From an optimization exercise on the open Yosys and OpenROAD flow, aimed at small area; shortcuts taken in it are not production practice.
In this exercise RTL edits were held to simulation tests only and were not proved equivalent to the original.
Power is estimated from default activity; no workload was simulated.

// fpga_rt_wrapper
module fpga_rt_wrapper (
    input  logic                   core_clk,
    input  logic                   hwif_out,
    input  logic                   awvalid,
    output logic                   awready,
    input  fpga_rt_pkg::addr_t     awaddr,
    input  logic                   wvalid,
    output logic                   wready,
    input  fpga_rt_pkg::data_t     wdata,
    input  fpga_rt_pkg::strb_t     wstrb,
    output logic                   bvalid,
    input  logic                   bready,
    output fpga_rt_pkg::resp_t     bresp,
    input  logic                   arvalid,
    output logic                   arready,
    input  fpga_rt_pkg::addr_t     araddr,
    output logic                   rvalid,
    input  logic                   rready,
    output fpga_rt_pkg::data_t     rdata,
    output fpga_rt_pkg::resp_t     rresp,
    output logic                   core_pwrgood,
    output logic                   core_rst_b,
    output fpga_rt_pkg::data_t     generic_input,
    input  logic [7:0]             core_status,
    input  fpga_rt_pkg::data_t     generic_output,
    input  logic                   log_char_valid,
    input  fpga_rt_pkg::log_char_t log_char,
    input  logic                   etrng_req,
    output fpga_rt_pkg::nibble_t   itrng_data,
    output logic                   itrng_valid
);
For scale: ~1,500 cells after synthesis, about 580 flip-flops, ~240 I/O pins.
export LEC_CHECK = 0
export CAP_MARGIN = 20
export CORE_MARGIN = 2
export CORE_UTILIZATION = 65
export PLACE_DENSITY = 0.85
export SLEW_MARGIN = 20
create_clock -name core_clock -period 6.0 [get_ports {core_clk}]
standard.sh (not shown) runs the stock make flow with config.mk's settings and CLKGATE_MAP_FILE= SYNTH_SCRIPT=/design/flow/synth_recipe.tcl, a recipe that flattens the netlist after the stock synthesis.
==> flow/flow/run.sh <==
#!/bin/bash
# Standard synthesis with an area-oriented ABC script in place of ORFS's
# speed script (registers are untouched), then the standard layout with
# small port buffers and a clock tree of fewer, larger sink clusters and
# no dummy loads. Each tool's output goes to a log file of its own here.
set -euo pipefail
rm -rf scripts_abc
cp -r "$FLOW_HOME/scripts" scripts_abc
cp flow/abc_area.script scripts_abc/abc_speed.script
bash standard.sh synth SCRIPTS_DIR="$PWD/scripts_abc" > synth.log 2>&1
export BUFFER_PORTS_ARGS="-buffer_cell sky130_fd_sc_hd__buf_1"
export CTS_ARGS="-sink_clustering_enable -repair_clock_nets -dont_use_dummy_load -buf_list sky130_fd_sc_hd__clkbuf_8 -sink_clustering_size 17 -sink_clustering_max_diameter 80"
bash standard.sh finish > layout.log 2>&1
==> flow/flow/abc_area.script <==
strash
balance
rewrite
refactor
balance
rewrite
rewrite -z
balance
refactor -z
rewrite -z
balance
balance
rewrite
refactor
balance
rewrite
rewrite -z
balance
refactor -z
rewrite -z
balance
dch -f
amap -F 10 -A 30
topo
The baseline ran to the end with no violations.
Rerun with:
- CORE_UTILIZATION: 65 -> 75
- PLACE_DENSITY: 0.85 -> 0.92
After rerunning: The changed run finished clean. Worst setup slack is better by 0.031 ns. Die area falls by 13%. Cell area hardly moves. Critical path depth falls by 7. Utilization rises by 12 points. Non-clock buffer count rises by 5. Synthesized cell count stays the same. Total power rises by 0.69%.
Rerun with:
- CORE_UTILIZATION: 75 -> 40
- PLACE_DENSITY: 0.92 -> default
Global-route usage shrinks by 18 points; sequential share of layout area decreases by 1.1 points; via count is lower by 7.9%; synthesized cell count stays the same.

---

fpga_rt_wrapper, a different RTL version from the one above (not shown whole).
Size: roughly 1700 cells after synthesis, about 580 flip-flops, ~240 I/O pins.
clock: 6.0 ns
lec_check: 0
cap_margin: 0
core_margin: 2
core_utilization: 40
gpl_timing_driven: 0
slew_margin: 0
==> flow/flow/run.sh <==
#!/bin/bash
# Standard synthesis with an area-oriented ABC script in place of ORFS's
# speed script (registers are untouched), then the standard layout with
# small port buffers and a clock tree of fewer, larger sink clusters and
# no dummy loads. Each tool's output goes to a log file of its own here.
set -euo pipefail
rm -rf scripts_abc
cp -r "$FLOW_HOME/scripts" scripts_abc
cp flow/abc_area.script scripts_abc/abc_speed.script
bash standard.sh synth SCRIPTS_DIR="$PWD/scripts_abc" > synth.log 2>&1
export BUFFER_PORTS_ARGS="-buffer_cell sky130_fd_sc_hd__buf_1"
export CTS_ARGS="-sink_clustering_enable -repair_clock_nets -dont_use_dummy_load -buf_list sky130_fd_sc_hd__clkbuf_8 -sink_clustering_size 16 -sink_clustering_max_diameter 60"
bash standard.sh finish > layout.log 2>&1
==> flow/flow/abc_area.script <==
strash
balance
rewrite
refactor
balance
rewrite
rewrite -z
balance
refactor -z
rewrite -z
balance
balance
rewrite
refactor
balance
rewrite
rewrite -z
balance
refactor -z
rewrite -z
balance
dch
amap -F 10 -A 30
topo
Next try:
==> flow/flow/run.sh (replaced) <==
#!/bin/bash
# Standard layout, with smaller port buffers and a clock tree without
# dummy loads. Each tool's output goes to a log file of its own here.
set -euo pipefail
export BUFFER_PORTS_ARGS="-buffer_cell sky130_fd_sc_hd__buf_1"
export CTS_ARGS="-sink_clustering_enable -repair_clock_nets -dont_use_dummy_load -buf_list sky130_fd_sc_hd__clkbuf_4"
bash standard.sh synth > synth.log 2>&1
bash standard.sh finish > layout.log 2>&1
--- a/flow/config.mk
+++ b/flow/config.mk
@@ -8 +8 @@
-export CAP_MARGIN = 0
+export CAP_MARGIN = 20
@@ -11,2 +11 @@
-export GPL_TIMING_DRIVEN = 0
-export SLEW_MARGIN = 0
+export SLEW_MARGIN = 20
removed: flow/flow/abc_area.script
Outcome: Area after synthesis went up by about 4.4%. Routed wire length decreases by 5.5%. Worst setup slack is better by 1.8 ns. Non-clock buffer count goes down by 24. Sequential share of layout area goes down by 1.8 points. Die area climbs by 4.3%. Flip-flop and latch count is unchanged. Worst hold slack loses 0.14 ns. Power increases by about 12%.

-- static timing again, ports no longer ideal --
How much do the figures lean on ideal ports? The routed layouts below were timed once more, with nothing changed but the port constraints. Step 1 (the two cells are an assumption about what drives the block):
set clk [get_ports {core_clk}]
set_driving_cell -lib_cell sky130_fd_sc_hd__clkbuf_16 $clk
set_driving_cell -lib_cell sky130_fd_sc_hd__buf_2 [delete_from_list [all_inputs] $clk]
Step 2 moves the port delays by t, midway between the first and last clock arrival at a register: inputs arrive t later, outputs are due t later. That takes back most of the time a late clock gives input paths. Slacks: no drivers / after step 1 / after step 2; pairs: no drivers / after step 1.
| run | t (ns) | slack for setup (ns) | worst hold slack (ns) | latest minus earliest clock arrival (ns) | worst data-port slew with drivers (ns) |
|---|---|---|---|---|---|
| the first run of note 1 | 0.618 | 1.727 / 1.727 / 1.283 | 0.448 / 0.448 / 0.448 | 0.056 / 0.056 | 0.09 |
| the second run of note 1 | 0.621 | 1.759 / 1.788 / 1.167 | 0.441 / 0.441 / 0.441 | 0.071 / 0.070 | 0.06 |
| the third run of note 1 | 0.673 | 1.989 / 2.026 / 1.353 | 0.402 / 0.372 / 0.438 | 0.075 / 0.074 | 0.08 |
| the first run of note 2 | 0.681 | 0.539 / 0.539 / 0.478 | 0.477 / 0.477 / 0.477 | 0.085 / 0.085 | 0.08 |
| the second run of note 2 | 0.922 | 2.383 / 2.415 / 1.493 | 0.340 / 0.305 / 0.499 | 0.100 / 0.100 | 0.06 |
After both steps every run listed still meets setup and hold. The setup slack of the second run of note 2, which loses most, moves by +0.032 ns with the drivers and by -0.890 ns with both steps.
